Context: an optimization exercise on an open-source flow, tuned for small area, a short achievable clock period and few clock cycles per item. The choices shown serve that exercise and are no tape-out recipe. At most, simulation tests tie the RTL to the original design; equivalence was not proved. Only the layout flow was run in runs 1 and 2; the RTL was not checked for function there.

$ cat flow/design.v
`default_nettype none
module gf256_to_comp (
    input  wire [7:0] i_x,
    output wire [7:0] o_c
);
    assign o_c[0] = i_x[0] ^ i_x[1] ^ i_x[3];
    assign o_c[1] = i_x[1] ^ i_x[5];
    assign o_c[2] = i_x[1] ^ i_x[3] ^ i_x[4] ^ i_x[7];
    assign o_c[3] = i_x[1] ^ i_x[2] ^ i_x[5];
    assign o_c[4] = i_x[4] ^ i_x[7];
    assign o_c[5] = i_x[1] ^ i_x[3] ^ i_x[4];
    assign o_c[6] = i_x[2] ^ i_x[5] ^ i_x[6];
    assign o_c[7] = i_x[5];
endmodule
module gf256_from_comp (
    input  wire [7:0] i_c,
    output wire [7:0] o_x
);
    assign o_x[0] = i_c[0] ^ i_c[2] ^ i_c[4];
    assign o_x[1] = i_c[1] ^ i_c[7];
    assign o_x[2] = i_c[1] ^ i_c[3];
    assign o_x[3] = i_c[1] ^ i_c[2] ^ i_c[4] ^ i_c[7];
    assign o_x[4] = i_c[2] ^ i_c[4] ^ i_c[5];
    assign o_x[5] = i_c[7];
    assign o_x[6] = i_c[1] ^ i_c[3] ^ i_c[6] ^ i_c[7];
    assign o_x[7] = i_c[2] ^ i_c[5];
endmodule
module gf16_mul (
    input  wire [3:0] i_a,
    input  wire [3:0] i_b,
    output wire [3:0] o_p
);
    logic [6:0] prod;
    always_comb
    begin
        prod = '0;
        for (int mi = 0; mi < 4; mi++)
        begin
            prod = prod ^ ({7{i_b[mi]}} & ({3'b0, i_a} << mi));
        end
        for (int ri = 6; ri >= 4; ri--)
        begin
            prod = prod ^ ({7{prod[ri]}} & (7'h13 << (ri - 4)));
        end
    end
    assign o_p = prod[3:0];
endmodule
module gf256_mul (
    input  wire [7:0] i_a,
    input  wire [7:0] i_b,
    output wire [7:0] o_p
);
    logic [3:0] hh;
    logic [3:0] ll;
    logic [3:0] mm;
    logic [3:0] hl;
    gf16_mul u_hh (.i_a(i_a[7:4]), .i_b(i_b[7:4]), .o_p(hh));
    gf16_mul u_ll (.i_a(i_a[3:0]), .i_b(i_b[3:0]), .o_p(ll));
    gf16_mul u_mm (.i_a(i_a[7:4] ^ i_a[3:0]), .i_b(i_b[7:4] ^ i_b[3:0]), .o_p(mm));
    gf16_mul u_hl (.i_a(hh), .i_b(4'd9), .o_p(hl));
    assign o_p = {mm ^ ll, ll ^ hl};
endmodule
module gf256_inv_pre (
    input  wire [7:0] i_x,
    output wire [3:0] o_a1,
    output wire [3:0] o_s,      
    output wire [3:0] o_d
);
    logic [3:0] a1a0;
    logic [3:0] sq1;
    logic [3:0] sq0;
    logic [3:0] sq1l;
    gf16_mul u_m10 (.i_a(i_x[7:4]), .i_b(i_x[3:0]), .o_p(a1a0));
    gf16_mul u_sq1 (.i_a(i_x[7:4]), .i_b(i_x[7:4]), .o_p(sq1));
    gf16_mul u_sq0 (.i_a(i_x[3:0]), .i_b(i_x[3:0]), .o_p(sq0));
    gf16_mul u_lam (.i_a(sq1), .i_b(4'd9), .o_p(sq1l));
    assign o_a1 = i_x[7:4];
    assign o_s  = i_x[7:4] ^ i_x[3:0];
    assign o_d  = sq1l ^ a1a0 ^ sq0;
endmodule
module gf256_inv_post (
    input  wire [3:0] i_a1,
    input  wire [3:0] i_s,
    input  wire [3:0] i_d,
    output wire [7:0] o_y
);
    localparam logic [63:0] INV16 = 64'h834a5c2f67bde910;
    logic [3:0] dinv;
    assign dinv = INV16[4*i_d +: 4];
    gf16_mul u_r1 (.i_a(i_a1), .i_b(dinv), .o_p(o_y[7:4]));
    gf16_mul u_r0 (.i_a(i_s),  .i_b(dinv), .o_p(o_y[3:0]));
endmodule
`default_nettype wire
`timescale 1ns/100ps
`default_nettype none
module rs_bm_decoder (
    input  wire         i_clock,
    input  wire         i_arst_n,
    input  wire         i_start,
    input  wire  [47:0] i_synd,
    output logic [35:0] o_locator,
    output logic        o_ready
);
    logic       busy_q;
    logic       ready_q;
    logic [2:0] step_q;      
    logic       accept;
    logic       last;
    logic [7:0] q_q [0:5];
    logic [7:0] c_q [1:3];
    logic       xb1_q;
    logic [7:0] xb_q [2:3];
    logic [3:0] ib_a1_q;
    logic [3:0] ib_s_q;
    logic [3:0] ib_d_q;
    logic [7:0] b_inv;
    logic [2:0] len_q;
    logic [7:0] prod [1:3];
    logic [7:0] disc;
    logic [7:0] inv_in;
    logic [3:0] inv_a1;
    logic [3:0] inv_s;
    logic [3:0] inv_d;
    logic [7:0] scale;
    logic       take_p4;
    logic [7:0] upd2_in;
    logic [7:0] upd2;
    logic [7:0] upd3;
    logic       len_update;
    logic       s1_zero;
    logic       all_zero;
    logic [7:0] synd_c [0:5];
    logic [7:0] sigma [1:3];
    assign accept  = i_start && !busy_q;
    assign last    = (step_q == 3'd5);
    assign s1_zero = (i_synd[7:0] == 8'h00);
    assign all_zero = (i_synd == 48'h0);
    for (genvar j = 0; j < 6; j++)
    begin : g_in
        gf256_to_comp u_to (.i_x(i_synd[8*j +: 8]), .o_c(synd_c[j]));
    end
    for (genvar i = 1; i <= 3; i++)
    begin : g_disc
        gf256_mul u_mul (.i_a(c_q[i]), .i_b(q_q[i]), .o_p(prod[i]));
    end
    assign disc = q_q[0] ^ prod[1] ^ prod[2] ^ prod[3];
    assign inv_in = busy_q ? disc : {synd_c[0][7:1], synd_c[0][0] | s1_zero};
    gf256_inv_pre u_inv_pre (.i_x(inv_in), .o_a1(inv_a1), .o_s(inv_s), .o_d(inv_d));
    gf256_inv_post u_inv_post (.i_a1(ib_a1_q), .i_s(ib_s_q), .i_d(ib_d_q), .o_y(b_inv));
    gf256_mul u_scale (.i_a(disc), .i_b(b_inv), .o_p(scale));
    assign take_p4 = busy_q && (step_q == 3'd4) && (len_q == 3'd1);
    assign upd2_in = take_p4 ? q_q[3] : xb_q[2];
    gf256_mul u_upd2 (.i_a(scale), .i_b(upd2_in), .o_p(upd2));
    gf256_mul u_upd3 (.i_a(scale), .i_b(xb_q[3]), .o_p(upd3));
    assign len_update = busy_q && (disc != 8'h00) && ({len_q, 1'b0} <= {1'b0, step_q});
    always_ff @(posedge i_clock or negedge i_arst_n)
    begin
        if (!i_arst_n)
        begin
            busy_q  <= 1'b0;
            ready_q <= 1'b0;
            step_q  <= 3'd0;
        end
        else if (accept)
        begin
            busy_q  <= !all_zero;
            ready_q <= all_zero;
            step_q  <= 3'd1;
        end
        else if (busy_q)
        begin
            step_q <= step_q + 3'd1;
            if (last)
            begin
                busy_q  <= 1'b0;
                ready_q <= 1'b1;
            end
        end
    end
    always_ff @(posedge i_clock)
    begin
        if (accept)
        begin
            q_q[0] <= synd_c[1];
            q_q[1] <= synd_c[0];
            q_q[2] <= synd_c[5];
            q_q[3] <= synd_c[4];
            q_q[4] <= synd_c[3];
            q_q[5] <= synd_c[2];
            c_q[1] <= synd_c[0];
            c_q[2] <= 8'h00;
            c_q[3] <= 8'h00;
            xb1_q   <= !s1_zero;
            xb_q[2] <= {7'b0, s1_zero};
            xb_q[3] <= 8'h00;
            ib_a1_q <= inv_a1;
            ib_s_q  <= inv_s;
            ib_d_q  <= inv_d;
            len_q  <= {2'b0, !s1_zero};
        end
        else
        begin
            q_q[0] <= q_q[5] ^ (take_p4 ? upd2 : 8'h00);
            for (int i = 1; i <= 5; i++)
            begin
                q_q[i] <= q_q[i-1];
            end
            c_q[1] <= c_q[1] ^ (scale & {8{xb1_q}});
            c_q[2] <= c_q[2] ^ (take_p4 ? 8'h00 : upd2);
            c_q[3] <= c_q[3] ^ upd3;
            if (last)
            begin
                xb1_q   <= 1'b0;
                xb_q[2] <= 8'h00;
                xb_q[3] <= 8'h00;
            end
            else if (len_update)
            begin
                xb1_q   <= 1'b1;     
                xb_q[2] <= c_q[1];
                xb_q[3] <= c_q[2];
            end
            else
            begin
                xb1_q   <= 1'b0;     
                xb_q[2] <= {7'b0, xb1_q};
                xb_q[3] <= xb_q[2];
            end
            if (len_update)
            begin
                ib_a1_q <= inv_a1;
                ib_s_q  <= inv_s;
                ib_d_q  <= inv_d;
                len_q  <= step_q + 3'd1 - len_q;
            end
        end
    end
    for (genvar k = 1; k <= 3; k++)
    begin : g_out
        gf256_from_comp u_from (.i_c(c_q[k]), .o_x(sigma[k]));
    end
    assign o_locator = {sigma[3], sigma[2], sigma[1], 8'h01, len_q, (len_q > 3'd3)};
    assign o_ready   = ready_q;
endmodule
`default_nettype wire
$ cat flow/flow/run.sh
#!/bin/bash
# The standard layout (standard.sh), with one change: synthesis maps the logic
# with flow/abc.script in place of ORFS's abc_speed.script. Everything else in
# synthesis (register mapping, flattening, renaming) is synth_recipe.tcl as is.
set -euo pipefail
work=$(cd "$(dirname "$0")/.." && pwd)
cat > "$work/own_synth.tcl" <<TCL
# Yosys's abc with this flow's script; every other argument as ORFS gives it
proc abc {args} {
  set i [lsearch -exact \$args -script]
  if { \$i >= 0 } { lset args [expr { \$i + 1 }] {$work/flow/abc.script} }
  yosys abc {*}\$args
}
source {$work/synth_recipe.tcl}
TCL
bash "$work/standard.sh" SYNTH_SCRIPT="$work/own_synth.tcl" finish > "$work/flow_make.log" 2>&1
$ cat flow/flow/abc.script
strash
&get -n
&st
&dch
&nf -R 1000
&put
topo
stime -c
buffer -c
upsize -c
dnsize -c
$ cat flow/standard.sh
#!/bin/bash
# synth_recipe.tcl (not shown) runs the flow's synth.tcl, then flattens the netlist and writes it again
# the make line also repeats each setting of config.mk as NAME=value (left out here)
make -C /OpenROAD-flow-scripts/flow DESIGN_CONFIG=/design/flow/config.mk WORK_HOME=/design/flow/orfs CLKGATE_MAP_FILE= SYNTH_SCRIPT=/design/flow/synth_recipe.tcl "${@:-finish}"
$ cat flow/config.mk
export PLATFORM = sky130hd
export DESIGN_NAME = rs_bm_decoder
export DESIGN_NICKNAME = rs_bm_decoder
export VERILOG_FILES = /design/flow/design.v
export SDC_FILE = /design/flow/constraint.sdc
export NUM_CORES = 4
export LEC_CHECK = 0
export CAP_MARGIN = 20
export CORE_MARGIN = 2
export CORE_UTILIZATION = 40
export SLEW_MARGIN = 20
$ cat flow/constraint.sdc
create_clock -name core_clock -period 19.0 [get_ports {i_clock}]
set_input_delay 3.8000 -clock core_clock [delete_from_list [all_inputs] [get_ports {i_clock}]]
set_output_delay 3.8000 -clock core_clock [all_outputs]
set_load 0.01 [all_outputs]
==> results of run 1 <==
## worst min path at each step
stage,slack (ns),startpoint,to
CTS,0.43,q_q[4][7]$_DFF_P_,q_q[5][7]$_DFF_P_
detailed placement,0.42,q_q[4][7]$_DFF_P_,q_q[5][7]$_DFF_P_
global placement,0.41,q_q[4][7]$_DFF_P_,q_q[5][7]$_DFF_P_
floorplan,0.40,q_q[4][7]$_DFF_P_,q_q[5][7]$_DFF_P_
global route,0.46,q_q[4][7]$_DFF_P_,q_q[5][7]$_DFF_P_
finish,0.44,q_q[4][7]$_DFF_P_,q_q[5][7]$_DFF_P_
## area by class of cell
class,count,area (um^2)
Fill cell,2727,14800
Timing Repair Buffer,87,863
Sequential cell,109,2340
Clock inverter,7,65.1
Clock buffer,9,225
Inverter,32,120
Tap cell,341,427
Multi-Input combinational cell,1206,8210
## cell usage after synthesis, drive strengths merged, types with 3 or more instances
cell type  count
xnor2        398
or2            3
mux2i         18
nor2b         20
a21oi         53
xor2         129
o22ai          4
buf           50
ha            24
dfxtp         91
o21ai         46
dfrtp          5
and2b          4
clkbuf        22
nor4           7
edfxtp        13
nand3         10
nor2         157
inv           32
nand2b        10
and3           9
nor3           3
nand2        280
## worst max-delay path: cells and delay by family
kind	cells	cell delay, ns
buffers and inverters	1	0.47
AO/OA/AOI/OAI	1	0.33
XOR/XNOR	4	0.55
AND/OR/NAND/NOR	3	1.41
## state kept, by name, indices dropped and copies added (netlist names), 3 cells and up
signal and cells:
ib_s_q 4, len_q 3, ib_d_q 4, step_q 3, q_q 48, xb_q 16, c_q 24, ib_a1_q 4
## layer usage
layer  track usage  vias up  share of wire
li1              -     4451              -
met1         0.256     4112           0.45
met2         0.360      206           0.50
met3        0.0163       33          0.038
met4        0.0606        0          0.022
met5             0        -              0
## layout by cell type (no fill, tap or decap), types with 5 or more instances in the layout
cell	instances
nand2b_1	9
a21oi_1	51
ha_1	24
nor4_1	7
xor2_1	123
dfrtp_1	5
o21ai_0	42
nand2_1	276
inv_1	32
nand3_1	10
dfxtp_1	91
edfxtp_1	13
xor2_2	6
and3_1	9
xnor2_1	371
clkdlybuf4s50_1	79
nor2b_1	19
nor2_1	155
mux2i_1	18
buf_4	7
xnor2_2	23
clkbuf_16	9
conb_1	8
## kinds of logic after synthesis
family	Yosys count	synth area share
simple gates	511	0.192
xor+xnor	527	0.444
buf+inv	104	0.0478
other cells	2	0.000681
compound gates	117	0.0577
fa+ha+maj	25	0.0290
flops	109	0.212
mux	18	0.0163
## per-stage QoR
step / setup WS, ns / instances / hold slack [ns]
after floorplan: 13.09 / 1419 / 0.399
after global placement: 12.26 / 1774 / 0.412
after detailed placement: 12.14 / 1774 / 0.416
after CTS: 12.54 / 1790 / 0.433
after global routing: 12.25 / 1791 / 0.461
final: 12.56 / 1791 / 0.439
==> impl_metrics.env, run 1 <==
export IMPL_cts_sinks=109
export IMPL_worstPathRequired_ns=19.11
export IMPL_setup_viol=0
export IMPL_tightest_slew_ns=0.832
export IMPL_antenna_found_initial=0
export IMPL_cts_tree="yes"
export IMPL_yosys_cell_types_count=54
export IMPL_synth_area_leader_cell="xnor2_1"
export IMPL_min_path_type="reg2reg"
export IMPL_numCtsBuffers=9
export IMPL_grt_pass1_vias=8410
export IMPL_syn_area_per_cell_um2=7.81
export IMPL_drv_slew=0
export IMPL_final_setup_tns_ns=0
export IMPL_n_antenna_cell=0
export IMPL_io_pins=88
export IMPL_insertion_delay_ns=0.36
export IMPL_cpMostUsedCell="xnor2_1"
export IMPL_clockRootBuffer="clkbuf_16"
export IMPL_fin_skew_ns=0.0135
export IMPL_drt_wl_total_um=28700
export IMPL_ys_async_sr_fraction=0.0459
export IMPL_grt_overflow_total=0
export IMPL_routed_via_density=4.91
export IMPL_htreeDepth=3
export IMPL_synth_area_leaders="xnor2_1 (30%), dfxtp_1 (17%), xor2_1 (9.8%)"
export IMPL_cap_violations=0
export IMPL_yosys_warnings=11
export IMPL_initial_utilization=0.408
export IMPL_synth_edf_count=13
export IMPL_hold_path_depth=2
export IMPL_synth_area_um2=11000
export IMPL_slew_headroom=0.437
export IMPL_rr_startpoint="c_q[1][2]$_DFF_P_"
export IMPL_period_needed_ns=6.44
export IMPL_cp_slowest_stage_delay_ns=0.71
export IMPL_crit_end="ib_d_q[1]$_DFFE_PP_"
export IMPL_cts_resized_gates=0
export IMPL_ant_nets=0
export IMPL_crit_slowest_cell="nor4b_1"
export IMPL_rsz0062_at_grt="false"
export IMPL_core_rowCount=60
export IMPL_area_growth_syn_to_layout_pct=11.0
export IMPL_avgRoutedWirePerCell_um=16.0
export IMPL_status="finished clean"
export IMPL_core_um2=27000
export IMPL_drcViolationCount=0
export IMPL_die_h_um=170
export IMPL_clockBufferDepth=2
export IMPL_cp_max_fo=5
export IMPL_grt_usage=0.201
export IMPL_post_dp_hpwl_um=22400
export IMPL_crit_path_cell_trace="clkdlybuf4s50_1 -> or4_1 -> nor4b_1 -> o31ai_1 -> nor2_1 -> xnor2_1 -> xnor2_1 -> xnor2_1 -> xnor2_1"
export IMPL_finalCritPeriodShare=0.339
export IMPL_place_area_um2=11900
export IMPL_fp_dieW_um=170
export IMPL_place_congestion=0.875
export IMPL_drt_initial_drc_count=502
export IMPL_post_route_util=0.453
export IMPL_synth_top_area_share=0.295
export IMPL_cts_hold_buffers=0
export IMPL_r2r_end="q_q[0][5]$_DFF_P_"
export IMPL_end_kind="flop"
export IMPL_cp_start_kind="input pin"
export IMPL_reg2regPathDepth=23
export IMPL_drtPass1Iterations=4
export IMPL_r2r_slack_ns=12.59
export IMPL_port_buffers=79
export IMPL_ys_ff_latch=109
export IMPL_hold_viol=0
export IMPL_grt_max_degree=81
export IMPL_arrival_ns=6.56
export IMPL_cts_clk_slew_worst_paths_ns=0.08
export IMPL_criticalPathCategory="in2reg"
export IMPL_ys_seq_area_frac=0.212
export IMPL_synth_cells=1413
export IMPL_fmax_mhz=155
export IMPL_vias=8802
export IMPL_drive_above_1_share=0.0490
export IMPL_final_nets=1521
export IMPL_timing_critical_path_from="i_synd[4]"
export IMPL_die_area_um2=28900
export IMPL_finalInstanceArea_um2=12200
export IMPL_ys_flop_type="dfxtp_1"
export IMPL_grt_pass1_wl_um=45100
export IMPL_cts_setup_buffers=0
==> run 2: changes to the inputs <==
==> flow/flow/abc.script (replaced) <==
strash
&get -n
&st
&dch
&nf -R 1000
&put
topo
stime -c
upsize -c
dnsize -c
==> impl_metrics.env, run 2 <==
export IMPL_status="finished clean"
export IMPL_synth_area_leaders="xnor2_1 (30%), dfxtp_1 (17%), xor2_1 (10%)"
export IMPL_cp_max_fo=5
export IMPL_reg2regPathDepth=23
export IMPL_grt_max_degree=81
export IMPL_cts_tree="yes"
export IMPL_numCtsBuffers=9
export IMPL_port_buffers=79
export IMPL_ys_async_sr_fraction=0.0459
export IMPL_die_area_um2=28100
export IMPL_final_nets=1516
export IMPL_end_kind="flop"
export IMPL_drt_initial_drc_count=572
export IMPL_min_from="q_q[4][5]$_DFF_P_"
export IMPL_fin_skew_ns=0.0133
export IMPL_cap_violations=0
export IMPL_core_rowCount=59
export IMPL_tightest_slew_ns=1.09
export IMPL_grt_usage=0.209
export IMPL_ys_seq_area_frac=0.218
export IMPL_insertion_delay_ns=0.36
export IMPL_clockRootBuffer="clkbuf_16"
export IMPL_routed_via_density=4.94
export IMPL_grt_overflow_total=0
export IMPL_min_path_type="reg2reg"
export IMPL_r2r_end="q_q[0][6]$_DFF_P_"
export IMPL_synth_top_area_share=0.305
export IMPL_crit_family="simple AND/OR/NAND/NOR gates"
export IMPL_cts_sinks=109
export IMPL_n_antenna_cell=0
export IMPL_whs_endpoint="q_q[5][5]$_DFF_P_"
export IMPL_synth_edf_count=13
export IMPL_cpMostUsedCell="xnor2_1"
export IMPL_crit_path_cell_trace="clkdlybuf4s50_1 -> or4_1 -> nor4b_1 -> o31ai_1 -> nor2_1 -> xnor2_1 -> xnor2_1 -> xnor2_1 -> xnor2_1"
export IMPL_r2r_slack_ns=12.64
export IMPL_initial_utilization=0.409
export IMPL_core_um2=26200
export IMPL_finalCritPeriodShare=0.345
export IMPL_setup_ws_ns=12.44
export IMPL_io_pins=88
export IMPL_period_needed_ns=6.56
export IMPL_whs_ns=0.442
export IMPL_fp_dieW_um=168
export IMPL_criticalPathCategory="in2reg"
export IMPL_cts_setup_buffers=0
export IMPL_synthTopCellsByCount="xnor2_1 (373), nand2_1 (278), nor2_1 (156)"
export IMPL_drv_slew=0
export IMPL_place_congestion=0.905
export IMPL_crit_slowest_cell="nor4b_1"
export IMPL_htreeDepth=3
export IMPL_synth_area_leader_cell="xnor2_1"
export IMPL_ff_latch_area_um2=2340
export IMPL_hold_viol=0
export IMPL_drt_wl_total_um=29000
export IMPL_worstPathRequired_ns=19.11
export IMPL_rsz0062_at_grt="false"
export IMPL_drtPass1Iterations=5
export IMPL_yosys_warnings=11
export IMPL_synth_area_um2=10700
export IMPL_ys_ff_latch=109
export IMPL_grt_pass1_wl_um=46500
export IMPL_layout_commonest_cell="xnor2_1"
export IMPL_cts_resized_gates=0
export IMPL_antenna_found_initial=0
export IMPL_area_growth_syn_to_layout_pct=13.7
export IMPL_fmax_mhz=152
export IMPL_yosys_cell_types_count=50
export IMPL_setup_viol=0
export IMPL_synth_most_common_cell="xnor2_1"
export IMPL_cts_hold_buffers=0
export IMPL_cp_start_kind="input pin"
export IMPL_avgRoutedWirePerCell_um=16.3
export IMPL_ant_nets=0
export IMPL_rr_startpoint="c_q[2][2]$_SDFF_PP0_"
export IMPL_mostFrequentLayoutCells="xnor2_1 (373), nand2_1 (278), nor2_1 (156)"
export IMPL_synth_cells=1353
export IMPL_top_register="q_q"
export IMPL_crit_cells=9
export IMPL_vias=8785
export IMPL_clockBufferDepth=2
export IMPL_drcViolationCount=0
export IMPL_fillCellCount=2606
export IMPL_reg_top3="q_q (48), c_q (24), xb_q (16)"
export IMPL_cp_slowest_stage_delay_ns=0.79
export IMPL_slew_headroom=0.271
export IMPL_syn_area_per_cell_um2=7.92
export IMPL_hold_path_depth=2
export IMPL_post_dp_hpwl_um=22700
export IMPL_drive_above_1_share=0.0394
export IMPL_arrival_ns=6.67
export IMPL_multi_input_area_um2=8210
export IMPL_largest_register_ff_count=48
export IMPL_path_buf_inv=1
export IMPL_ys_flop_type="dfxtp_1"
export IMPL_pre_cts_ws_ns=12.09
export IMPL_cts_clk_slew_worst_paths_ns=0.08
export IMPL_grt_pass1_vias=8738
export IMPL_die_h_um=168
export IMPL_final_setup_tns_ns=0
[run 2: cell types whose count changed in the layout (fill, tap and decap cells not counted), sizes merged]
cell / change
and2b: -4
buf: -5
clkbuf: +2
clkinv: +32
inv: -34
nor2b: +4
[run 2: layout make-up]
cell class              count  area share
clock buffers              11      0.0199
multi-input cells        1206       0.674
inverters                  32     0.00985
flip-flops and latches    109       0.192
repair buffers             82      0.0667
clock inverters             5     0.00369
well taps                 335      0.0344
[run 2: metrics by stage]
stage	util	std cells	cell area (um^2)
finish	0.465	1780	12200
global route	0.465	1780	12200
CTS	0.465	1780	12200
detailed placement	0.454	1764	11900
global placement	0.454	1764	11900
floorplan	-	1359	10700
[run 2: cells by family (layout without fill, tap and decap cells)]
group | after synthesis | after routing | synth area share
buffers and inverters | 44 | 130 | 0.0193
muxes | 18 | 18 | 0.0168
and+or+nand+nor | 511 | 511 | 0.197
DFF | 109 | 109 | 0.218
other | 2 | 8 | 0.000701
adders and majority gates | 25 | 25 | 0.0299
AOI/OAI and AO/OA | 117 | 117 | 0.0591
xor gates and xnor gates | 527 | 527 | 0.460
[run 2: worst max path at each step]
stage | startpoint | end | slack, ns
6_report | i_synd[3] | ib_d_q[1]$_DFFE_PP_ | 12.44
5_1_grt | c_q[2][2]$_SDFF_PP0_ | q_q[0][5]$_DFF_P_ | 12.25
4_1_cts | i_synd[3] | ib_d_q[1]$_DFFE_PP_ | 12.47
3_5_place_dp | i_synd[3] | ib_d_q[1]$_DFFE_PP_ | 12.09
3_3_place_gp | i_synd[3] | ib_d_q[1]$_DFFE_PP_ | 12.11
2_1_floorplan | i_start | ib_a1_q[0]$_DFFE_PP_ | 12.65
[run 2: worst reg2reg max path, delay by kind of cell (launching register included)]
kind	cells	cell delay, ns
xor+xnor	17	4.36
simple gates	4	0.77
flops	1	0.71
compound gates	1	0.28
buf+inv	1	0.13
[run 2: routing by layer]
layer,vias to the layer above,GRT usage,wire (um)
li1,4442,-,-
met4,0,0.0662,767
met2,181,0.358,13800
met1,4125,0.274,13400
met3,37,0.0265,1140
met5,-,0,0
==> run 3: changes to the inputs <==
--- a/flow/design.v
+++ b/flow/design.v
@@ -59,6 +59,48 @@
     gf16_mul u_mm (.i_a(i_a[7:4] ^ i_a[3:0]), .i_b(i_b[7:4] ^ i_b[3:0]), .o_p(mm));
     gf16_mul u_hl (.i_a(hh), .i_b(4'd9), .o_p(hl));
     assign o_p = {mm ^ ll, ll ^ hl};
+endmodule
+module gf256_dot3 (
+    input  wire [7:0] i_c,
+    input  wire [7:0] i_a1,
+    input  wire [7:0] i_b1,
+    input  wire [7:0] i_a2,
+    input  wire [7:0] i_b2,
+    input  wire [7:0] i_a3,
+    input  wire [7:0] i_b3,
+    output wire [7:0] o_p
+);
+    function automatic logic [6:0] clmul4(input logic [3:0] a, input logic [3:0] b);
+        logic [6:0] p;
+        p = '0;
+        for (int mi = 0; mi < 4; mi++)
+        begin
+            p = p ^ ({7{b[mi]}} & ({3'b0, a} << mi));
+        end
+        clmul4 = p;
+    endfunction
+    function automatic logic [3:0] red4(input logic [6:0] p);
+        logic [6:0] q;
+        q = p;
+        for (int ri = 6; ri >= 4; ri--)
+        begin
+            q = q ^ ({7{q[ri]}} & (7'h13 << (ri - 4)));
+        end
+        red4 = q[3:0];
+    endfunction
+    logic [6:0] hh;
+    logic [6:0] ll;
+    logic [6:0] mm;
+    logic [3:0] hh_r;
+    logic [3:0] hl;
+    assign hh = clmul4(i_a1[7:4], i_b1[7:4]) ^ clmul4(i_a2[7:4], i_b2[7:4]) ^ clmul4(i_a3[7:4], i_b3[7:4]);
+    assign ll = clmul4(i_a1[3:0], i_b1[3:0]) ^ clmul4(i_a2[3:0], i_b2[3:0]) ^ clmul4(i_a3[3:0], i_b3[3:0]);
+    assign mm = clmul4(i_a1[7:4] ^ i_a1[3:0], i_b1[7:4] ^ i_b1[3:0])
+              ^ clmul4(i_a2[7:4] ^ i_a2[3:0], i_b2[7:4] ^ i_b2[3:0])
+              ^ clmul4(i_a3[7:4] ^ i_a3[3:0], i_b3[7:4] ^ i_b3[3:0]);
+    assign hh_r = red4(hh);
+    gf16_mul u_hl (.i_a(hh_r), .i_b(4'd9), .o_p(hl));
+    assign o_p = i_c ^ {red4(mm ^ ll), red4(ll) ^ hl};
 endmodule
 module gf256_inv_pre (
     input  wire [7:0] i_x,
@@ -115,7 +157,6 @@
     logic [3:0] ib_d_q;
     logic [7:0] b_inv;
     logic [2:0] len_q;
-    logic [7:0] prod [1:3];
     logic [7:0] disc;
     logic [7:0] inv_in;
     logic [3:0] inv_a1;
@@ -139,12 +180,14 @@
     begin : g_in
         gf256_to_comp u_to (.i_x(i_synd[8*j +: 8]), .o_c(synd_c[j]));
     end
-    for (genvar i = 1; i <= 3; i++)
-    begin : g_disc
-        gf256_mul u_mul (.i_a(c_q[i]), .i_b(q_q[i]), .o_p(prod[i]));
-    end
-    assign disc = q_q[0] ^ prod[1] ^ prod[2] ^ prod[3];
-    assign inv_in = busy_q ? disc : {synd_c[0][7:1], synd_c[0][0] | s1_zero};
+    gf256_dot3 u_disc (
+        .i_c  (q_q[0]),
+        .i_a1 (c_q[1]), .i_b1 (q_q[1]),
+        .i_a2 (c_q[2]), .i_b2 (q_q[2]),
+        .i_a3 (c_q[3]), .i_b3 (q_q[3]),
+        .o_p  (disc)
+    );
+    assign inv_in = busy_q ? disc : synd_c[0];
     gf256_inv_pre u_inv_pre (.i_x(inv_in), .o_a1(inv_a1), .o_s(inv_s), .o_d(inv_d));
     gf256_inv_post u_inv_post (.i_a1(ib_a1_q), .i_s(ib_s_q), .i_d(ib_d_q), .o_y(b_inv));
     gf256_mul u_scale (.i_a(disc), .i_b(b_inv), .o_p(scale));
@@ -193,9 +236,9 @@
             xb1_q   <= !s1_zero;
             xb_q[2] <= {7'b0, s1_zero};
             xb_q[3] <= 8'h00;
-            ib_a1_q <= inv_a1;
-            ib_s_q  <= inv_s;
-            ib_d_q  <= inv_d;
+            ib_a1_q <= inv_a1;      
+            ib_s_q  <= {inv_s[3:1], inv_s[0] | s1_zero};
+            ib_d_q  <= {inv_d[3:1], inv_d[0] | s1_zero};
             len_q  <= {2'b0, !s1_zero};
         end
         else
==> impl_metrics.env, run 3 <==
export IMPL_status="finished clean"
export IMPL_slew_headroom=0.255
export IMPL_cts_clk_slew_worst_paths_ns=0.08
export IMPL_cts_sinks=109
export IMPL_numCtsBuffers=9
export IMPL_grt_max_degree=73
export IMPL_synthTopCellsByCount="xnor2_1 (370), nand2_1 (275), nor2_1 (149)"
export IMPL_ant_nets=0
export IMPL_grt_usage=0.209
export IMPL_initial_utilization=0.406
export IMPL_cp_max_fo=6
export IMPL_io_pins=88
export IMPL_post_dp_hpwl_um=22100
export IMPL_yosys_cell_types_count=47
export IMPL_reg_top3="q_q (48), c_q (24), xb_q (16)"
export IMPL_drv_slew=0
export IMPL_cts_tree="yes"
export IMPL_synth_most_common_cell="xnor2_1"
export IMPL_clockBufferDepth=2
export IMPL_setup_viol=0
export IMPL_crit_family="XOR/XNOR gates"
export IMPL_cts_hold_buffers=0
export IMPL_fillCellCount=2644
export IMPL_grt_pass1_vias=8377
export IMPL_routed_via_density=4.92
export IMPL_drtPass1Iterations=5
export IMPL_finalCritPeriodShare=0.342
export IMPL_yosys_warnings=11
export IMPL_htreeDepth=3
export IMPL_avgRoutedWirePerCell_um=16.4
export IMPL_fp_dieW_um=166
export IMPL_synth_area_leader_cell="xnor2_1"
export IMPL_hold_path_depth=2
export IMPL_core_rowCount=59
export IMPL_ys_ff_latch=109
export IMPL_insertion_delay_ns=0.37
export IMPL_ys_seq_area_frac=0.222
export IMPL_tightest_slew_ns=1.11
export IMPL_port_buffers=79
export IMPL_synth_cells=1332
export IMPL_path_buf_inv=2
export IMPL_crit_path_cell_trace="clkdlybuf4s50_1 -> xnor2_1 -> xnor2_1 -> xor2_1 -> nor2_1 -> a21oi_1 -> clkinv_1 -> ha_1 -> xnor2_1 -> xnor2_1 -> xnor2_1 -> o21ai_0"
export IMPL_drive_above_1_share=0.0442
export IMPL_vias=8663
export IMPL_die_h_um=166
export IMPL_rsz0062_at_grt="false"
export IMPL_area_growth_syn_to_layout_pct=14.1
export IMPL_drt_wl_total_um=28800
export IMPL_layout_commonest_cell="xnor2_1"
export IMPL_cts_resized_gates=0
export IMPL_cap_violations=0
export IMPL_n_antenna_cell=0
export IMPL_period_needed_ns=6.51
export IMPL_ys_async_sr_fraction=0.0459
export IMPL_drt_initial_drc_count=514
export IMPL_fmax_mhz=154
export IMPL_synth_area_leaders="xnor2_1 (31%), dfxtp_1 (17%), nand2_1 (9.8%)"
export IMPL_crit_slowest_cell="clkdlybuf4s50_1"
export IMPL_final_nets=1496
export IMPL_final_setup_tns_ns=0
export IMPL_r2r_slack_ns=12.73
export IMPL_rr_startpoint="ib_d_q[1]$_DFFE_PP_"
export IMPL_top_register="q_q"
export IMPL_antenna_found_initial=0
export IMPL_clockRootBuffer="clkbuf_16"
export IMPL_criticalPathCategory="in2reg"
export IMPL_core_um2=26000
export IMPL_fin_skew_ns=0.00846
export IMPL_min_from="q_q[4][7]$_DFF_P_"
export IMPL_end_kind="flop"
export IMPL_worstPathRequired_ns=19.08
export IMPL_reg2regPathDepth=24
export IMPL_grt_overflow_total=0
export IMPL_whs_endpoint="q_q[5][7]$_DFF_P_"
export IMPL_min_path_type="reg2reg"
export IMPL_hold_viol=0
export IMPL_drcViolationCount=0
export IMPL_arrival_ns=6.59
export IMPL_cts_setup_buffers=0
export IMPL_grt_pass1_wl_um=45700
export IMPL_synth_edf_count=13
export IMPL_place_congestion=0.872
export IMPL_synth_area_um2=10500
export IMPL_cp_start_kind="input pin"
export IMPL_cp_slowest_stage_delay_ns=0.55
export IMPL_ys_flop_type="dfxtp_1"
export IMPL_largest_register_ff_count=48
export IMPL_whs_ns=0.437
export IMPL_die_area_um2=27700
export IMPL_r2r_end="q_q[0][5]$_DFF_P_"
export IMPL_synth_top_area_share=0.307
export IMPL_mostFrequentLayoutCells="xnor2_1 (370), nand2_1 (275), nor2_1 (149)"
export IMPL_syn_area_per_cell_um2=7.91
export IMPL_cpMostUsedCell="xnor2_1"
run 3: cell count changes in the layout (fill, tap and decap cells not counted), sizes merged, moves of 3 or more:
cell    delta
a21oi      -9
a31oi      +3
inv        +6
nand2      -4
nand2b    +12
nor2       -7
xor2      -15
run 3: cells by family (layout without fill, tap and decap cells):
family | Yosys count | after routing | share of synthesized area
adder cells (fa/ha/maj) | 25 | 25 | 0.0304
multiplexers | 19 | 19 | 0.0180
AND/OR/NAND/NOR | 512 | 512 | 0.204
flip-flops | 109 | 109 | 0.222
AO/OA/AOI/OAI | 105 | 105 | 0.0538
XOR/XNOR | 511 | 511 | 0.450
buffers and inverters | 49 | 136 | 0.0214
other | 2 | 8 | 0.000713
run 3: metrics by stage:
stage	instance area [um^2]	util	cells	setup slack (ns)
floorplan	10600	-	1338	12.49
global placement	11700	0.451	1744	12.27
detailed placement	11700	0.451	1744	12.14
CTS	12000	0.463	1760	12.53
global route	12000	0.463	1760	12.18
finish	12000	0.463	1760	12.49
run 3: routing by layer:
metal  wire (um)  track usage  vias to the layer above  part of all wire
met5           0            0                        -                 0
met4        1210       0.0933                        0             0.042
met3        1210       0.0245                       61             0.042
li1            -            -                     4364                 -
met2       13200        0.343                      235              0.46
met1       13200        0.277                     4003              0.46
run 3: layout make-up:
class	count	area (um^2)	share of cell area
clock buffers	9	225	0.0187
clock inverters	7	71.3	0.00593
inverters	37	139	0.0116
multi-input cells	1180	8010	0.666
flip-flops and latches	109	2340	0.194
well taps	335	419	0.0349
repair buffers	83	821	0.0683
run 3: worst register-to-register path, stage by stage, from the launching register on:
cell and delay, ns:
edfxtp_1 0.45, clkinv_1 0.17, ha_1 0.34, o21ai_0 0.07, o21ai_0 0.69, nand2_1 0.16
xor2_1 0.19, xnor2_1 0.14, xnor2_1 0.43, nand2_1 0.14, xor2_1 0.19, xnor2_1 0.16
xnor2_1 0.37, xnor2_1 0.17, xnor2_2 0.50, xnor2_1 0.39, nor2_1 0.13, xor2_1 0.20
xnor2_1 0.18, xnor2_1 0.11, xnor2_1 0.28, nand2_1 0.13, xnor2_1 0.15, nor2_1 0.05
a21oi_1 0.35
run 3: worst max path at each step:
stage | startpoint | to | slack (ns) | depth (start not counted)
floorplan | i_start | ib_a1_q[0]$_DFFE_PP_ | 12.49 | 2
detailed placement | i_synd[3] | ib_d_q[0]$_DFFE_PP_ | 12.14 | 12
global placement | i_synd[3] | ib_d_q[0]$_DFFE_PP_ | 12.27 | 12
finish | i_synd[4] | ib_d_q[0]$_DFFE_PP_ | 12.49 | 12
CTS | i_synd[3] | ib_d_q[0]$_DFFE_PP_ | 12.53 | 12
global route | ib_d_q[0]$_DFFE_PP_ | q_q[0][5]$_DFF_P_ | 12.18 | 24
Testbench counts of run 3, summed over its fixed seeds: cycles 9,223, decodes 1,600.
==> run 4: changes to the inputs <==
==> flow/flow/abc.script (replaced) <==
strash
&get -n
&st
&dch
&nf -R 1000
&put
topo
stime -c
buffer -c
upsize -c
dnsize -c
==> impl_metrics.env, run 4 <==
export IMPL_ys_seq_area_frac=0.214
export IMPL_area_growth_syn_to_layout_pct=11.7
export IMPL_crit_slowest_cell="clkdlybuf4s50_1"
export IMPL_reg_top3="q_q (48), c_q (24), xb_q (16)"
export IMPL_setup_viol=0
export IMPL_place_congestion=0.900
export IMPL_avgRoutedWirePerCell_um=16.2
export IMPL_synth_area_leaders="xnor2_1 (29%), dfxtp_1 (17%), nand2_1 (9.5%)"
export IMPL_initial_utilization=0.406
export IMPL_cts_resized_gates=0
export IMPL_whs_ns=0.437
export IMPL_slew_headroom=0.386
export IMPL_yosys_warnings=11
export IMPL_synth_most_common_cell="xnor2_1"
export IMPL_crit_path_cell_trace="clkdlybuf4s50_1 -> xnor2_1 -> xnor2_1 -> xor2_1 -> nor2_1 -> a21oi_1 -> inv_1 -> ha_1 -> xnor2_1 -> xnor2_1 -> xnor2_1 -> o21ai_0"
export IMPL_cp_max_fo=6
export IMPL_hold_viol=0
export IMPL_final_setup_tns_ns=0
export IMPL_cts_clk_slew_worst_paths_ns=0.08
export IMPL_cp_start_kind="input pin"
export IMPL_cts_hold_buffers=0
export IMPL_drt_initial_drc_count=434
export IMPL_n_antenna_cell=0
export IMPL_mostFrequentLayoutCells="xnor2_1 (359), nand2_1 (276), nor2_1 (150)"
export IMPL_rsz0062_at_grt="false"
export IMPL_drtPass1Iterations=5
export IMPL_period_needed_ns=6.46
export IMPL_clockRootBuffer="clkbuf_16"
export IMPL_grt_overflow_total=0
export IMPL_end_kind="flop"
export IMPL_cts_sinks=109
export IMPL_min_path_type="reg2reg"
export IMPL_ant_nets=0
export IMPL_clockBufferDepth=2
export IMPL_grt_usage=0.204
export IMPL_cpMostUsedCell="xnor2_1"
export IMPL_synth_area_um2=10900
export IMPL_core_um2=26900
export IMPL_synth_top_area_share=0.288
export IMPL_synthTopCellsByCount="xnor2_1 (359), nand2_1 (276), nor2_1 (150)"
export IMPL_status="finished clean"
export IMPL_post_dp_hpwl_um=22700
export IMPL_fmax_mhz=155
export IMPL_port_buffers=79
export IMPL_die_h_um=169
export IMPL_core_rowCount=60
export IMPL_grt_pass1_vias=8200
export IMPL_finalCritPeriodShare=0.340
export IMPL_numCtsBuffers=9
export IMPL_io_pins=88
export IMPL_grt_pass1_wl_um=45700
export IMPL_ys_flop_type="dfxtp_1"
export IMPL_drv_slew=0
export IMPL_tightest_slew_ns=0.915
export IMPL_grt_max_degree=73
export IMPL_drt_wl_total_um=28700
export IMPL_fillCellCount=2695
export IMPL_drive_above_1_share=0.0540
export IMPL_criticalPathCategory="in2reg"
export IMPL_drcViolationCount=0
export IMPL_synth_area_leader_cell="xnor2_1"
export IMPL_vias=8581
export IMPL_worstPathRequired_ns=19.09
export IMPL_layout_commonest_cell="xnor2_1"
export IMPL_ys_ff_latch=109
export IMPL_fin_skew_ns=0.0187
export IMPL_fp_dieW_um=169
export IMPL_cp_slowest_stage_delay_ns=0.48
export IMPL_ys_async_sr_fraction=0.0459
export IMPL_antenna_found_initial=0
export IMPL_ff_latch_area_um2=2340
export IMPL_arrival_ns=6.55
export IMPL_syn_area_per_cell_um2=7.85
export IMPL_top_register="q_q"
export IMPL_synth_cells=1391
export IMPL_largest_register_ff_count=48
export IMPL_routed_via_density=4.85
export IMPL_cts_tree="yes"
export IMPL_final_nets=1498
export IMPL_multi_input_area_um2=8140
export IMPL_cts_setup_buffers=0
export IMPL_insertion_delay_ns=0.37
export IMPL_cap_violations=0
export IMPL_yosys_cell_types_count=47
export IMPL_htreeDepth=3
export IMPL_die_area_um2=28600
export IMPL_synth_edf_count=13
-- run 4: changes by cell type in the layout (fill, tap and decap cells not counted), moves of 4 or more --
| cell | change |
|---|---|
| clkinv_1 | -33 |
| inv_1 | +33 |
| inv_6 | -4 |
| xnor2_1 | -11 |
| xnor2_2 | +8 |
-- run 4: final timing paths --
kind                                           start               endpoint  slack, ns  depth (start not counted)
worst max-delay path                       i_synd[3]    ib_d_q[0]$_DFFE_PP_      12.55                         12
worst min-delay path               q_q[4][5]$_DFF_P_      q_q[5][5]$_DFF_P_       0.44                          2
worst max register to register  c_q[2][2]$_SDFF_PP0_      q_q[0][5]$_DFF_P_      12.80                         23
worst min register to register     q_q[4][5]$_DFF_P_      q_q[5][5]$_DFF_P_       0.44                          2
max in group asynchronous                   i_arst_n  step_q[2]$_DFFE_PN0P_      15.16                          1
min in group asynchronous                   i_arst_n       busy_q$_DFF_PN0_       3.64                          1
-- run 4: cell type report --
cell class | instances | area share
Inverter | 37 | 0.0114
Sequential cell | 109 | 0.192
Clock buffer | 9 | 0.0185
Multi-Input combinational cell | 1180 | 0.667
Timing Repair Buffer | 85 | 0.0685
Clock inverter | 7 | 0.00790
Tap cell | 341 | 0.0350
-- run 4: cell families (layout without fill, tap and decap cells) --
group / Yosys count / count (layout) / share of synthesized area
AOI/OAI and AO/OA: 105 / 105 / 0.0519
xor gates and xnor gates: 511 / 511 / 0.445
adders and majority gates: 25 / 25 / 0.0293
buffers and inverters: 108 / 138 / 0.0457
DFF: 109 / 109 / 0.214
muxes: 19 / 19 / 0.0174
other: 2 / 8 / 0.000688
and+or+nand+nor: 512 / 512 / 0.196
-- run 4: through the flow --
step	utilization	instance area, um^2	worst slack [ns]	std cells
finish	0.454	12200	12.55	1768
global route	0.454	12200	12.29	1768
CTS	0.454	12200	12.58	1768
detailed placement	0.442	11900	12.21	1752
global placement	0.442	11900	12.28	1752
floorplan	-	10900	13.10	1397
-- run 4: worst max-delay path: cells and delay by family --
kind	cells	cell delay [ns]
xor gates and xnor gates	6	1.32
buffers and inverters	2	0.58
AOI/OAI and AO/OA	2	0.55
adders and majority gates	1	0.22
and+or+nand+nor	1	0.07
-- run 4: per-layer routing --
metal  GRT usage  vias to the layer above  part of all wire
li1            -                     4368                 -
met1       0.266                     3934              0.45
met2       0.352                      238              0.48
met3      0.0250                       41             0.043
met4      0.0647                        0             0.027
met5           0                        -                 0
==> run 5: changes to the inputs <==
==> flow/flow/run.sh (replaced) <==
#!/bin/bash
# The standard layout (standard.sh) with two changes:
#  - synthesis maps the logic with flow/abc.script in place of ORFS's
#    abc_speed.script; everything else in synthesis (register mapping,
#    flattening, renaming) is synth_recipe.tcl as is;
#  - the port buffers that global placement inserts are sky130_fd_sc_hd__buf_1
#    rather than the cell buffer_ports picks by itself (a delay cell).
set -euo pipefail
work=$(cd "$(dirname "$0")/.." && pwd)
cat > "$work/own_synth.tcl" <<TCL
# Yosys's abc with this flow's script; every other argument as ORFS gives it
proc abc {args} {
  set i [lsearch -exact \$args -script]
  if { \$i >= 0 } { lset args [expr { \$i + 1 }] {$work/flow/abc.script} }
  yosys abc {*}\$args
}
source {$work/synth_recipe.tcl}
TCL
bash "$work/standard.sh" SYNTH_SCRIPT="$work/own_synth.tcl" \
  "BUFFER_PORTS_ARGS=-buffer_cell sky130_fd_sc_hd__buf_1" finish > "$work/flow_make.log" 2>&1
==> impl_metrics.env, run 5 <==
export IMPL_setup_viol=0
export IMPL_rsz0062_at_grt="false"
export IMPL_synth_area_um2=10900
export IMPL_cts_hold_buffers=0
export IMPL_die_h_um=169
export IMPL_htreeDepth=3
export IMPL_grt_overflow_total=0
export IMPL_arrival_ns=6.30
export IMPL_fp_dieW_um=169
export IMPL_grt_usage=0.204
export IMPL_fillCellCount=2705
export IMPL_cap_violations=0
export IMPL_drcViolationCount=0
export IMPL_ys_flop_type="dfxtp_1"
export IMPL_largest_register_ff_count=48
export IMPL_period_needed_ns=6.08
export IMPL_yosys_cell_types_count=47
export IMPL_crit_slowest_cell="dfxtp_1"
export IMPL_cts_tree="yes"
export IMPL_hold_path_depth=2
export IMPL_port_buffers=79
export IMPL_initial_utilization=0.406
export IMPL_place_congestion=0.882
export IMPL_cts_resized_gates=0
export IMPL_vias=8615
export IMPL_antenna_found_initial=0
export IMPL_fin_skew_ns=0.0146
export IMPL_synthTopCellsByCount="xnor2_1 (359), nand2_1 (276), nor2_1 (150)"
export IMPL_avgRoutedWirePerCell_um=16.4
export IMPL_final_setup_tns_ns=0
export IMPL_n_antenna_cell=0
export IMPL_finalInstanceArea_um2=11700
export IMPL_path_buf_inv=0
export IMPL_routedLengthMet1_um=13300
export IMPL_numCtsBuffers=9
export IMPL_clockBufferDepth=2
export IMPL_grt_pass1_vias=8217
export IMPL_grt_pass1_wl_um=45500
export IMPL_grt_max_degree=73
export IMPL_die_area_um2=28600
export IMPL_crit_path_cell_trace="xor2_1 -> nor2b_1 -> xnor2_1 -> xnor2_1 -> xnor2_1 -> xnor2_1 -> xnor2_1 -> xnor2_2 -> nand2_1 -> xor2_1 -> xnor2_2 -> xnor2_4 -> xor2_2 -> nor2b_1 -> xnor2_1 -> xnor2_1 -> xnor2_1 -> xor2_1 -> xnor2_1 -> nand3_1 -> nand2_1 -> o22ai_1"
export IMPL_layout_commonest_cell="xnor2_1"
export IMPL_area_growth_syn_to_layout_pct=6.91
export IMPL_ys_ff_latch=109
export IMPL_cp_max_fo=10
export IMPL_syn_area_per_cell_um2=7.85
export IMPL_routed_top_layer="met4"
export IMPL_crit_family="XOR/XNOR gates"
export IMPL_cp_slowest_stage_delay_ns=0.72
export IMPL_drtPass1Iterations=5
export IMPL_ys_async_sr_fraction=0.0459
export IMPL_cts_setup_buffers=0
export IMPL_met2WireLength_um=14100
export IMPL_slew_headroom=0.371
export IMPL_yosys_warnings=11
export IMPL_core_um2=26900
export IMPL_finalCritPeriodShare=0.320
export IMPL_cp_start_kind="flop"
export IMPL_reg2regPathDepth=22
export IMPL_clockRootBuffer="clkbuf_16"
export IMPL_post_dp_hpwl_um=22800
export IMPL_end_kind="flop"
export IMPL_cpMostUsedCell="xnor2_1"
export IMPL_insertion_delay_ns=0.37
export IMPL_drt_initial_drc_count=493
export IMPL_drt_wl_total_um=28900
export IMPL_io_pins=88
export IMPL_drive_above_1_share=0.0533
export IMPL_crit_cells=22
export IMPL_status="finished clean"
export IMPL_fmax_mhz=165
export IMPL_top_register="q_q"
export IMPL_ant_nets=0
export IMPL_core_rowCount=60
export IMPL_hold_viol=0
export IMPL_criticalPathCategory="reg2reg"
export IMPL_tightest_slew_ns=0.936
export IMPL_synth_cells=1391
export IMPL_synth_most_common_cell="xnor2_1"
export IMPL_drv_slew=0
export IMPL_place_area_um2=11400
export IMPL_cts_sinks=109
export IMPL_mostFrequentLayoutCells="xnor2_1 (359), nand2_1 (276), nor2_1 (150)"
export IMPL_synth_top_area_share=0.288
export IMPL_wl_met3_um=966
export IMPL_whs_ns=0.436
export IMPL_reg_top3="q_q (48), c_q (24), xb_q (16)"
export IMPL_synth_edf_count=13
export IMPL_cts_clk_slew_worst_paths_ns=0.09
export IMPL_synth_area_leader_cell="xnor2_1"
export IMPL_routed_via_density=4.88
export IMPL_worstPathRequired_ns=19.22
export IMPL_ys_seq_area_frac=0.214
export IMPL_final_nets=1497
export IMPL_min_path_type="reg2reg"
export IMPL_synth_area_leaders="xnor2_1 (29%), dfxtp_1 (17%), nand2_1 (9.5%)"
run 5: routing by layer:
metal | up-vias | track usage
met4 | 0 | 0.0505
met5 | - | 0
li1 | 4368 | -
met3 | 29 | 0.0149
met1 | 4015 | 0.270
met2 | 203 | 0.361
run 5: through the flow:
step | setup WS, ns | cells | utilization
floorplan | 13.10 | 1397 | -
global placement | 12.72 | 1751 | 0.423
CTS | 12.96 | 1767 | 0.434
global route | 12.55 | 1767 | 0.434
detailed placement | 12.64 | 1751 | 0.423
finish | 12.92 | 1767 | 0.434
run 5: final cells by class:
class | count | area, um^2 | share of cell area
inverters | 37 | 139 | 0.0119
well taps | 341 | 427 | 0.0365
clock buffers | 9 | 225 | 0.0193
repair buffers | 84 | 334 | 0.0286
flip-flops and latches | 109 | 2340 | 0.200
clock inverters | 7 | 75.1 | 0.00643
multi-input cells | 1180 | 8140 | 0.697
run 5: path summary, 6_finish.rpt:
check	start	endpoint	slack [ns]
worst min-delay path	q_q[4][7]$_DFF_P_	q_q[5][7]$_DFF_P_	0.44
max in group asynchronous	i_arst_n	step_q[2]$_DFFE_PN0P_	15.50
worst min register to register	q_q[4][7]$_DFF_P_	q_q[5][7]$_DFF_P_	0.44
worst max-delay path	q_q[3][1]$_DFF_P_	q_q[0][4]$_DFF_P_	12.92
worst max register to register	q_q[3][1]$_DFF_P_	q_q[0][4]$_DFF_P_	12.92
min in group asynchronous	i_arst_n	busy_q$_DFF_PN0_	3.27
run 5: cell families (layout without fill, tap and decap cells):
kind of cell | count (synthesis) | count (layout) | share of synthesized area
xor gates and xnor gates | 511 | 511 | 0.445
DFF | 109 | 109 | 0.214
AOI/OAI and AO/OA | 105 | 105 | 0.0519
and+or+nand+nor | 512 | 512 | 0.196
buffers and inverters | 108 | 137 | 0.0457
muxes | 19 | 19 | 0.0174
other | 2 | 8 | 0.000688
adders and majority gates | 25 | 25 | 0.0293
run 5: worst min-delay path: cells and delay by family, from the launching register on:
| kind | cells | cell delay, ns |
|---|---|---|
| simple gates | 2 | 0.09 |
| flops | 1 | 0.31 |
==> run 6: changes to the inputs <==
--- a/flow/flow/run.sh
+++ b/flow/flow/run.sh
@@ -3,7 +3,7 @@
 #  - synthesis maps the logic with flow/abc.script in place of ORFS's
 #    abc_speed.script; everything else in synthesis (register mapping,
 #    flattening, renaming) is synth_recipe.tcl as is;
-#  - the port buffers that global placement inserts are sky130_fd_sc_hd__buf_1
+#  - the port buffers that global placement inserts are sky130_fd_sc_hd__buf_2
 #    rather than the cell buffer_ports picks by itself (a delay cell).
 set -euo pipefail
 work=$(cd "$(dirname "$0")/.." && pwd)
@@ -17,4 +17,4 @@
 source {$work/synth_recipe.tcl}
 TCL
 bash "$work/standard.sh" SYNTH_SCRIPT="$work/own_synth.tcl" \
-  "BUFFER_PORTS_ARGS=-buffer_cell sky130_fd_sc_hd__buf_1" finish > "$work/flow_make.log" 2>&1
+  "BUFFER_PORTS_ARGS=-buffer_cell sky130_fd_sc_hd__buf_2" finish > "$work/flow_make.log" 2>&1
==> impl_metrics.env, run 6 <==
export IMPL_status="finished clean"
export IMPL_fillCellCount=2717
export IMPL_synth_most_common_cell="xnor2_1"
export IMPL_drt_initial_drc_count=407
export IMPL_cp_start_kind="flop"
export IMPL_grt_max_degree=73
export IMPL_yosys_cell_types_count=47
export IMPL_yosys_warnings=11
export IMPL_fmax_mhz=165
export IMPL_ff_latch_area_um2=2340
export IMPL_die_h_um=169
export IMPL_synthTopCellsByCount="xnor2_1 (359), nand2_1 (276), nor2_1 (150)"
export IMPL_multi_input_area_um2=8140
export IMPL_arrival_ns=6.31
export IMPL_finalCritPeriodShare=0.320
export IMPL_pre_cts_ws_ns=12.67
export IMPL_worstPathRequired_ns=19.24
export IMPL_cts_setup_buffers=0
export IMPL_cp_slowest_stage_delay_ns=0.79
export IMPL_antenna_found_initial=0
export IMPL_grt_usage=0.207
export IMPL_drt_wl_total_um=29000
export IMPL_slew_headroom=0.335
export IMPL_end_kind="flop"
export IMPL_place_congestion=0.926
export IMPL_layout_commonest_cell="xnor2_1"
export IMPL_port_buffers=79
export IMPL_drcViolationCount=0
export IMPL_ys_async_sr_fraction=0.0459
export IMPL_core_rowCount=60
export IMPL_clockBufferDepth=2
export IMPL_hold_viol=0
export IMPL_synth_area_leader_cell="xnor2_1"
export IMPL_final_cells=1767
export IMPL_final_nets=1497
export IMPL_crit_path_cell_trace="xor2_1 -> nor2b_1 -> xnor2_1 -> xnor2_1 -> xnor2_1 -> xnor2_1 -> xnor2_1 -> xnor2_2 -> xnor2_1 -> nand2b_1 -> xnor2_2 -> xnor2_1 -> xnor2_2 -> xnor2_1 -> nor2_1 -> xnor2_1 -> xnor2_1 -> xnor2_1 -> nand2_1 -> xor2_1 -> o21ai_1"
export IMPL_crit_slowest_cell="xnor2_1"
export IMPL_period_needed_ns=6.08
export IMPL_drtPass1Iterations=5
export IMPL_synth_area_um2=10900
export IMPL_cts_sinks=109
export IMPL_synth_area_leaders="xnor2_1 (29%), dfxtp_1 (17%), nand2_1 (9.5%)"
export IMPL_reg_top3="q_q (48), c_q (24), xb_q (16)"
export IMPL_cts_hold_buffers=0
export IMPL_io_pins=88
export IMPL_area_growth_syn_to_layout_pct=7.84
export IMPL_cts_tree="yes"
export IMPL_fin_skew_ns=0.0168
export IMPL_cts_clk_slew_worst_paths_ns=0.08
export IMPL_htreeDepth=3
export IMPL_routed_via_density=4.87
export IMPL_placed_cells=1751
export IMPL_post_dp_hpwl_um=22700
export IMPL_synth_top_area_share=0.288
export IMPL_top_register="q_q"
export IMPL_grt_pass1_wl_um=46300
export IMPL_crit_family="XOR/XNOR gates"
export IMPL_grt_pass1_vias=8474
export IMPL_ys_ff_latch=109
export IMPL_min_path_type="reg2reg"
export IMPL_clockRootBuffer="clkbuf_16"
export IMPL_final_setup_tns_ns=0
export IMPL_synth_cells=1391
export IMPL_drv_slew=0
export IMPL_path_buf_inv=0
export IMPL_cts_resized_gates=0
export IMPL_fp_dieW_um=169
export IMPL_ant_nets=0
export IMPL_criticalPathCategory="reg2reg"
export IMPL_initial_utilization=0.406
export IMPL_die_area_um2=28600
export IMPL_ys_seq_area_frac=0.214
export IMPL_synth_edf_count=13
export IMPL_largest_register_ff_count=48
export IMPL_core_um2=26900
export IMPL_cap_violations=0
export IMPL_post_route_util=0.438
export IMPL_insertion_delay_ns=0.37
export IMPL_setup_viol=0
export IMPL_vias=8601
export IMPL_numCtsBuffers=9
export IMPL_cp_max_fo=9
export IMPL_ys_flop_type="dfxtp_1"
export IMPL_cpMostUsedCell="xnor2_1"
export IMPL_grt_overflow_total=0
export IMPL_drive_above_1_share=0.109
export IMPL_syn_area_per_cell_um2=7.85
export IMPL_setup_ws_ns=12.92
export IMPL_finalInstanceArea_um2=11800
export IMPL_n_antenna_cell=0
export IMPL_avgRoutedWirePerCell_um=16.4
export IMPL_mostFrequentLayoutCells="xnor2_1 (359), nand2_1 (276), nor2_1 (150)"
export IMPL_tightest_slew_ns=0.990
export IMPL_rsz0062_at_grt="false"
export IMPL_place_area_um2=11500
## run 6: cell counts after synthesis
Identical to the previous run, type by type.
## run 6: worst min-delay path, delay by kind of cell (launching register included)
kind          cells  cell delay, ns
simple gates      2            0.09
flops             1            0.31
## run 6: routing by layer
layer  routed length [um]  global-route usage  share of wire
met5                    0                   0              0
met4                  892              0.0751          0.031
met3                 1050              0.0168          0.036
met1                13400               0.272           0.46
met2                13700               0.355           0.47
## run 6: stage by stage
stage / hold WS (ns)
5_1_grt: 0.456
6_report: 0.429
3_5_place_dp: 0.408
4_1_cts: 0.432
3_3_place_gp: 0.406
2_1_floorplan: 0.399
## run 6: final timing paths
| kind | slack (ns) | cells past startpoint | endpoint | startpoint |
|---|---|---|---|---|
| worst max register to register | 12.92 | 21 | q_q[0][1]$_DFF_P_ | q_q[3][1]$_DFF_P_ |
| worst min register to register | 0.43 | 2 | q_q[5][7]$_DFF_P_ | q_q[4][7]$_DFF_P_ |
| max in group asynchronous | 15.64 | 1 | step_q[0]$_DFFE_PN0P_ | i_arst_n |
| min in group asynchronous | 3.23 | 1 | step_q[1]$_DFFE_PN0P_ | i_arst_n |
| worst max-delay path | 12.92 | 21 | q_q[0][1]$_DFF_P_ | q_q[3][1]$_DFF_P_ |
| worst min-delay path | 0.43 | 2 | q_q[5][7]$_DFF_P_ | q_q[4][7]$_DFF_P_ |
## run 6: cell type report
type | instances | share of cell area
multi-input combinational | 1180 | 0.691
sequential | 109 | 0.198
timing repair buffer | 84 | 0.0368
tap | 341 | 0.0362
clock buffer | 9 | 0.0191
inverter | 37 | 0.0118
clock inverter | 7 | 0.00659
## run 6: cell families (layout without fill, tap and decap cells)
kind of cell               count (synthesis)  count (layout)  synth area share
muxes                                     19              19            0.0174
xor gates and xnor gates                 511             511             0.445
other                                      2               8          0.000688
AOI/OAI and AO/OA                        105             105            0.0519
adders and majority gates                 25              25            0.0293
buffers and inverters                    108             137            0.0457
and+or+nand+nor                          512             512             0.196
DFF                                      109             109             0.214
==> run 7: changes to the inputs <==
==> flow/run.sh (new file) <==
#!/bin/bash
# synth_recipe.tcl (not shown) runs the flow's synth.tcl, then flattens the netlist and writes it again
# the make line also repeats each setting of config.mk as NAME=value (left out here)
make -C /OpenROAD-flow-scripts/flow DESIGN_CONFIG=/design/flow/config.mk WORK_HOME=/design/flow/orfs CLKGATE_MAP_FILE= SYNTH_SCRIPT=/design/flow/synth_recipe.tcl finish
removed: flow/flow/run.sh
removed: flow/flow/abc.script
removed: flow/standard.sh
==> impl_metrics.env, run 7 <==
export IMPL_synth_area_leaders="xnor2_1 (22%), dfxtp_1 (16%), nand2_1 (9.0%)"
export IMPL_port_buffers=79
export IMPL_cts_resized_gates=0
export IMPL_htreeDepth=3
export IMPL_drt_wl_total_um=32700
export IMPL_slew_headroom=0.281
export IMPL_ant_nets=0
export IMPL_grt_pass1_wl_um=51100
export IMPL_synth_top_area_share=0.217
export IMPL_synth_area_um2=11600
export IMPL_fillCellCount=2844
export IMPL_core_um2=28600
export IMPL_synth_mux_area_frac=0.0266
export IMPL_grt_max_degree=86
export IMPL_synth_edf_count=13
export IMPL_avgRoutedWirePerCell_um=17.9
export IMPL_finalCritPeriodShare=0.338
export IMPL_fp_dieW_um=174
export IMPL_synth_compound_area_share=0.0732
export IMPL_yosys_area_share_xor_xnor=0.425
export IMPL_ff_latch_area_um2=2340
export IMPL_crit_slowest_cell="xor2_1"
export IMPL_crit_family="XOR/XNOR gates"
export IMPL_yosys_cell_types_count=72
export IMPL_io_pins=88
export IMPL_grt_met3_usage=0.0175
export IMPL_n_antenna_cell=0
export IMPL_antenna_found_initial=0
export IMPL_min_path_type="reg2reg"
export IMPL_cts_hold_buffers=0
export IMPL_synth_most_common_cell="xnor2_1"
export IMPL_drtPass1Iterations=5
export IMPL_synthSimpleGateAreaFrac=0.195
export IMPL_drcViolationCount=0
export IMPL_r2r_slack_ns=12.57
export IMPL_end_kind="flop"
export IMPL_cts_setup_buffers=0
export IMPL_top_register="q_q"
export IMPL_reg_top3="q_q (48), c_q (24), xb_q (16)"
export IMPL_ys_ff_latch=109
export IMPL_die_area_um2=30400
export IMPL_criticalPathCategory="reg2reg"
export IMPL_final_nets=1513
export IMPL_grt_pass1_vias=9037
export IMPL_clockBufferDepth=2
export IMPL_syn_area_per_cell_um2=8.17
export IMPL_place_congestion=0.927
export IMPL_rsz0062_at_grt="false"
export IMPL_area_growth_syn_to_layout_pct=10.4
export IMPL_finalInstanceArea_um2=12800
export IMPL_synth_area_leader_cell="xnor2_1"
export IMPL_whs_ns=0.419
export IMPL_met2_usage=0.386
export IMPL_tightest_slew_ns=1.07
export IMPL_grt_busiest_layer="met2"
export IMPL_largest_register_ff_count=48
export IMPL_clockRootBuffer="clkbuf_16"
export IMPL_drive_above_1_share=0.0506
export IMPL_core_rowCount=62
export IMPL_status="finished clean"
export IMPL_cts_clk_slew_worst_paths_ns=0.08
export IMPL_path_buf_inv=1
export IMPL_ys_async_sr_fraction=0.0459
export IMPL_fin_skew_ns=0.00931
export IMPL_ys_seq_area_frac=0.201
export IMPL_fmax_mhz=156
export IMPL_yosys_warnings=11
export IMPL_multi_input_area_um2=8740
export IMPL_die_h_um=174
export IMPL_worstPathRequired_ns=19.24
## run 7: stage by stage
stage / setup slack, ns / util
floorplan: 13.15 / -
global placement: 12.40 / 0.438
detailed placement: 12.32 / 0.438
CTS: 12.70 / 0.448
global route: 12.33 / 0.448
finish: 12.57 / 0.448
## run 7: layout make-up
cell class,count,area share
multi-input combinational,1195,0.681
tap,384,0.0374
clock inverter,6,0.00439
clock buffer,10,0.0178
timing repair buffer,89,0.0675
inverter,33,0.00965
sequential,109,0.182
## run 7: logic make-up after synthesis
kind of cell    count (synthesis)
xor+xnor                      457
other cells                     2
buf+inv                       124
flops                         109
fa+ha+maj                      25
simple gates                  531
mux                            29
compound gates                145
## run 7: worst paths after layout
| kind | from | endpoint | cells past startpoint |
|---|---|---|---|
| min | q_q[4][2]$_DFF_P_ | q_q[5][2]$_DFF_P_ | 2 |
| max | c_q[1][7]$_DFF_P_ | q_q[0][6]$_DFF_P_ | 18 |
| max reg2reg | c_q[1][7]$_DFF_P_ | q_q[0][6]$_DFF_P_ | 18 |
| min in group asynchronous | i_arst_n | ready_q$_DFFE_PN0P_ | 1 |
| min reg2reg | q_q[4][2]$_DFF_P_ | q_q[5][2]$_DFF_P_ | 2 |
| max in group asynchronous | i_arst_n | step_q[1]$_DFFE_PN0P_ | 1 |
## run 7: worst min-delay path: stages (launching register included)
cell and delay (ns):
dfxtp_1 0.31, nand2_1 0.04, nand2_1 0.04
## run 7: routing by layer
layer,part of all wire,vias to the layer above
met4,0.030,0
met3,0.045,52
li1,-,4574
met1,0.43,4420
met2,0.49,295
met5,0,-

[re-timing with driven ports]
The results above use ideal ports. As a check the final layouts listed here were re-extracted and re-timed, cells and wires unchanged. Step 1: set_driving_cell puts a clkbuf_16 on i_clock and a buf_2 on each other input, an assumption about the parent block. Step 2 times the ports against the registers' clock, not the clock port: input delays grow and output delays shrink by t, the midpoint of the rising clock arrivals with the driver on. Slacks: no drivers / after step 1 / after step 2; pairs: no drivers / after step 1.
| run | shift t [ns] | setup WS [ns] | worst hold slack (ns) |
|---|---|---|---|
| run 1 | 0.396 | 12.556 / 12.571 / 12.176 | 0.439 / 0.439 / 0.439 |
| run 2 | 0.406 | 12.440 / 12.463 / 12.057 | 0.442 / 0.442 / 0.442 |
| run 3 | 0.411 | 12.493 / 12.498 / 12.086 | 0.437 / 0.437 / 0.437 |
| run 4 | 0.405 | 12.545 / 12.553 / 12.148 | 0.437 / 0.437 / 0.437 |
| run 5 | 0.406 | 12.924 / 12.924 / 12.637 | 0.436 / 0.436 / 0.436 |
| run 6 | 0.404 | 12.925 / 12.925 / 12.645 | 0.429 / 0.429 / 0.429 |
| run 7 | 0.405 | 12.571 / 12.571 / 12.262 | 0.419 / 0.419 / 0.419 |
After both steps every run listed still meets setup and hold. The setup slack of run 3, which loses most, moves by +0.005 ns with the drivers and by -0.407 ns with both steps.
